Context: an optimization exercise on an open-source flow, tuned for small area, a short achievable clock period and few clock cycles per item. The choices shown serve that exercise and are no tape-out recipe.
At most, simulation tests tie the RTL to the original design; equivalence was not proved.
Power and IR drop assume default switching activity.

==> flow/design.v <==
package data_mem_pkg;
  localparam logic SZ_BYTE  = 1'b0;
  localparam logic SZ_WORD  = 1'b1;
  localparam logic RW_READ  = 1'b0;
  localparam logic RW_WRITE = 1'b1;
endpackage
module dm_rd_or8 (
  input  logic [7:0] d,
  input  logic [7:0] sel,
  output logic       y
);
  logic [3:0] w_l1;
  for (genvar i = 0; i < 4; i++) begin : g_l1
    assign w_l1[i] = ~((d[2*i] & sel[2*i]) | (d[2*i+1] & sel[2*i+1]));
  end
  assign y = ~&w_l1;
endmodule
module dm_rd_bit (
  input  logic [63:0] d,
  input  logic [7:0]  sel_lo,
  input  logic [7:0]  sel_hi,
  output logic        y
);
  logic [7:0] w_grp;
  for (genvar g = 0; g < 8; g++) begin : g_grp
    dm_rd_or8 u (.d(d[8*g +: 8]), .sel(sel_lo), .y(w_grp[g]));
  end
  dm_rd_or8 u_top (.d(w_grp), .sel(sel_hi), .y(y));
endmodule
module dm_out_word (
  input  logic v,
  input  logic load_w,
  input  logic q,
  input  logic hold,
  output logic d
);
  assign d = (v & load_w) | (q & hold);
endmodule
module dm_out_byte (
  input  logic [3:0] v,
  input  logic [3:0] load,
  input  logic       q,
  input  logic       hold,
  output logic       d
);
  assign d = |(v & load) | (q & hold);
endmodule
module dm_we (
  input  logic sel_lo,
  input  logic sel_hi,
  input  logic lane,
  output logic we
);
  assign we = sel_lo & sel_hi & lane;
endmodule
module dm_done (
  input  logic       en,
  input  logic       rw,
  input  logic       size,
  input  logic [1:0] off,
  input  logic       ph,
  output logic       done
);
  assign done = en && (ph || rw || (size && off != 2'b00));
endmodule
module dm_stall (
  input  logic       en,
  input  logic       rw,
  input  logic       size,
  input  logic [1:0] off,
  input  logic       ph,
  output logic       stall
);
  assign stall = en && !(ph || rw || (size && off != 2'b00));
endmodule
module dm_load (
  input  logic       en,
  input  logic       rw,
  input  logic       size,
  input  logic [1:0] off,
  input  logic       ph,
  input  logic       ld,
  output logic       load
);
  assign load = en && ld && (ph || rw || (size && off != 2'b00));
endmodule
module dm_fault (
  input  logic       en,
  input  logic       size,
  input  logic [1:0] off,
  output logic       fault
);
  assign fault = en && size && off != 2'b00;
endmodule
module dm_rdata4 (
  input  logic [3:0] r,
  input  logic       en,
  input  logic       size,
  input  logic [1:0] off,
  output logic [3:0] y
);
  assign y = (en && size && off != 2'b00) ? 4'h0 : r;
endmodule
module dm_dec8 (
  input  logic [2:0] a,
  output logic [7:0] y
);
  assign y = 8'b1 << a;
endmodule
module data_mem_ctrl (
  input  logic        CLK,
  input  logic        CLR,
  input  logic        enable_i,
  input  logic        rw_i,
  input  logic        size_i,
  input  logic        load_i,
  input  logic [31:0] addr_i,
  input  logic [31:0] wdata_i,
  output logic [31:0] rdata_o,
  output logic        load_o,
  output logic        stall_o,
  output logic        done_o
  ,
  output logic        fault_o
);
  logic [31:0] r_mem [64];
  logic [7:0]  w_eff;
  logic [31:0] r_out, w_out_d, w_q, w_wdata;
  logic [7:0]  w_sel_lo, w_sel_hi;
  logic [7:0]  w_rsel_lo [4];
  logic [7:0]  w_rsel_hi [2];
  logic [3:0]  w_lanes, w_ld_byte;
  logic        r_ph, w_fault, w_rd_start, w_clr_out, w_ld_word, w_hold, w_fault_o;
  logic        w_unused;
  assign w_unused = ^addr_i[31:8];
  assign w_eff    = addr_i[7:0];
  assign w_fault = size_i == data_mem_pkg::SZ_WORD && w_eff[1:0] != 2'b00;
  assign fault_o = w_fault_o;
  assign w_rd_start = enable_i && rw_i == data_mem_pkg::RW_READ && !w_fault && !r_ph;
  assign w_lanes = (!CLR && enable_i && rw_i == data_mem_pkg::RW_WRITE && !w_fault) ?
                   (size_i == data_mem_pkg::SZ_WORD ? 4'hF : 4'b1000 >> w_eff[1:0]) : 4'h0;
  assign w_wdata = size_i == data_mem_pkg::SZ_WORD ? wdata_i : {4{wdata_i[7:0]}};
  dm_dec8 u_dec_wlo (.a(w_eff[4:2]), .y(w_sel_lo));
  dm_dec8 u_dec_whi (.a(w_eff[7:5]), .y(w_sel_hi));
  for (genvar c = 0; c < 4; c++) begin : g_dec_lo
    dm_dec8 u (.a(w_eff[4:2]), .y(w_rsel_lo[c]));
  end
  for (genvar c = 0; c < 2; c++) begin : g_dec_hi
    dm_dec8 u (.a(w_eff[7:5]), .y(w_rsel_hi[c]));
  end
  for (genvar i = 0; i < 64; i++) begin : g_word
    for (genvar b = 0; b < 4; b++) begin : g_lane
      logic w_we;
      dm_we u_we (.sel_lo(w_sel_lo[i % 8]), .sel_hi(w_sel_hi[i / 8]), .lane(w_lanes[b]), .we(w_we));
      always_ff @(posedge CLK)
        if (w_we) r_mem[i][8*b +: 8] <= w_wdata[8*b +: 8];
    end
  end
  for (genvar j = 0; j < 32; j++) begin : g_rd
    logic [63:0] w_col;
    always_comb
      for (int i = 0; i < 64; i++) w_col[i] = r_mem[i][j];
    dm_rd_bit u_bit (.d(w_col), .sel_lo(w_rsel_lo[j / 8]), .sel_hi(w_rsel_hi[j / 16]), .y(w_q[j]));
  end
  assign w_clr_out = CLR || (enable_i && w_fault);
  assign w_hold    = !w_clr_out && !w_rd_start;
  assign w_ld_word = !w_clr_out && w_rd_start && size_i == data_mem_pkg::SZ_WORD;
  always_comb
    for (int k = 0; k < 4; k++)
      w_ld_byte[k] = !w_clr_out && w_rd_start &&
                     (size_i == data_mem_pkg::SZ_WORD ? k == 3 : w_eff[1:0] == 2'(k));
  for (genvar j = 8; j < 32; j++) begin : g_ow
    dm_out_word u (.v(w_q[j]), .load_w(w_ld_word), .q(r_out[j]), .hold(w_hold), .d(w_out_d[j]));
  end
  for (genvar j = 0; j < 8; j++) begin : g_ob
    dm_out_byte u (.v({w_q[j], w_q[8+j], w_q[16+j], w_q[24+j]}), .load(w_ld_byte), .q(r_out[j]),
                   .hold(w_hold), .d(w_out_d[j]));
  end
  dm_done  u_done  (.en(enable_i), .rw(rw_i), .size(size_i), .off(w_eff[1:0]), .ph(r_ph),
                    .done(done_o));
  dm_stall u_stall (.en(enable_i), .rw(rw_i), .size(size_i), .off(w_eff[1:0]), .ph(r_ph),
                    .stall(stall_o));
  dm_load  u_load  (.en(enable_i), .rw(rw_i), .size(size_i), .off(w_eff[1:0]), .ph(r_ph),
                    .ld(load_i), .load(load_o));
  dm_fault u_fault (.en(enable_i), .size(size_i), .off(w_eff[1:0]), .fault(w_fault_o));
  for (genvar j = 0; j < 8; j++) begin : g_rdo
    dm_rdata4 u (.r(r_out[4*j +: 4]), .en(enable_i), .size(size_i), .off(w_eff[1:0]),
                 .y(rdata_o[4*j +: 4]));
  end
  always_ff @(posedge CLK) begin
    r_ph  <= !CLR && w_rd_start;
    r_out <= w_out_d;
  end
endmodule
clock: 4.0 ns
lec_check: 0
cap_margin: 20
core_margin: 2
core_utilization: 65
cts_cluster_diameter: 100
cts_cluster_size: 24
setup_slack_margin: 2.0
slew_margin: 20
synth_hierarchical: 1
standard.sh (not shown) runs the stock make flow with config.mk's settings and CLKGATE_MAP_FILE= SYNTH_SCRIPT=/design/flow/synth_recipe.tcl, a recipe that flattens the netlist after the stock synthesis.
==> flow/flow/run.sh <==
#!/bin/bash
set -euo pipefail
bash standard.sh MATCH_CELL_FOOTPRINT=0 "BUFFER_PORTS_ARGS=-buffer_cell sky130_fd_sc_hd__buf_4" finish > standard.log 2>&1
Testbench counts at the start, summed over its fixed seeds: cycles 7,338, items 4,800.
Then changed:
--- a/flow/design.v
+++ b/flow/design.v
@@ -128,6 +128,6 @@
   logic [31:0] r_out, w_out_d, w_q, w_wdata;
   logic [7:0]  w_sel_lo, w_sel_hi;
-  logic [7:0]  w_rsel_lo [4];
-  logic [7:0]  w_rsel_hi [2];
+  logic [7:0]  w_rsel_lo [8];
+  logic [7:0]  w_rsel_hi [4];
   logic [3:0]  w_lanes, w_ld_byte;
   logic        r_ph, w_fault, w_rd_start, w_clr_out, w_ld_word, w_hold, w_fault_o;
@@ -143,8 +143,8 @@
   dm_dec8 u_dec_wlo (.a(w_eff[4:2]), .y(w_sel_lo));
   dm_dec8 u_dec_whi (.a(w_eff[7:5]), .y(w_sel_hi));
-  for (genvar c = 0; c < 4; c++) begin : g_dec_lo
+  for (genvar c = 0; c < 8; c++) begin : g_dec_lo
     dm_dec8 u (.a(w_eff[4:2]), .y(w_rsel_lo[c]));
   end
-  for (genvar c = 0; c < 2; c++) begin : g_dec_hi
+  for (genvar c = 0; c < 4; c++) begin : g_dec_hi
     dm_dec8 u (.a(w_eff[7:5]), .y(w_rsel_hi[c]));
   end
@@ -161,5 +161,5 @@
     always_comb
       for (int i = 0; i < 64; i++) w_col[i] = r_mem[i][j];
-    dm_rd_bit u_bit (.d(w_col), .sel_lo(w_rsel_lo[j / 8]), .sel_hi(w_rsel_hi[j / 16]), .y(w_q[j]));
+    dm_rd_bit u_bit (.d(w_col), .sel_lo(w_rsel_lo[j / 4]), .sel_hi(w_rsel_hi[j / 8]), .y(w_q[j]));
   end
   assign w_clr_out = CLR || (enable_i && w_fault);
The changed run finished clean.
Non-clock buffer count rose by 86.
Hold slack gets worse by 0.056 ns.
Power rose slightly.
Utilization rose by 2.1 points.
Global-route usage rose by 3.1 points.
Critical path depth is unchanged.
Cell area rose by a few percent.
Wire length rose by roughly a tenth.
Setup slack gets better by 0.027 ns.
Area after synthesis rose slightly.
Via count rose by a few percent.
Only the layout flow was run in the second run of this note; the RTL was not checked for function there.

==> static timing again, ports no longer ideal <==
No port has a modelled driver above. Below, the same layouts with a new extraction and two added sets of constraints. Step 1 (the two cells are an assumption about what drives the block):
set clk [get_ports {CLK}]
set_driving_cell -lib_cell sky130_fd_sc_hd__clkbuf_16 $clk
set_driving_cell -lib_cell sky130_fd_sc_hd__buf_2 [delete_from_list [all_inputs] $clk]
Step 2 adds t to the input delays and takes it off the output delays; t is the mean of the earliest and latest rising clock arrival at the registers after step 1. Input paths then give back, and output paths get back, about the clock's delay inside the block. a / b / c = no drivers / after step 1 / after step 2; a / b = the first two.
run	t, ns	setup slack, ns	slew at the worst register clock pin (ns)	worst slew at a driven data input, ns
the first run	0.806	1.509 / 1.347 / 0.541	0.10 / 0.10	0.43
the second run	0.799	1.535 / 1.258 / 0.458	0.11 / 0.11	0.48
After both steps every run listed still meets setup and hold. For the second run, which loses most, drivers alone change the setup slack by -0.277 ns; drivers and shift together by -1.077 ns.
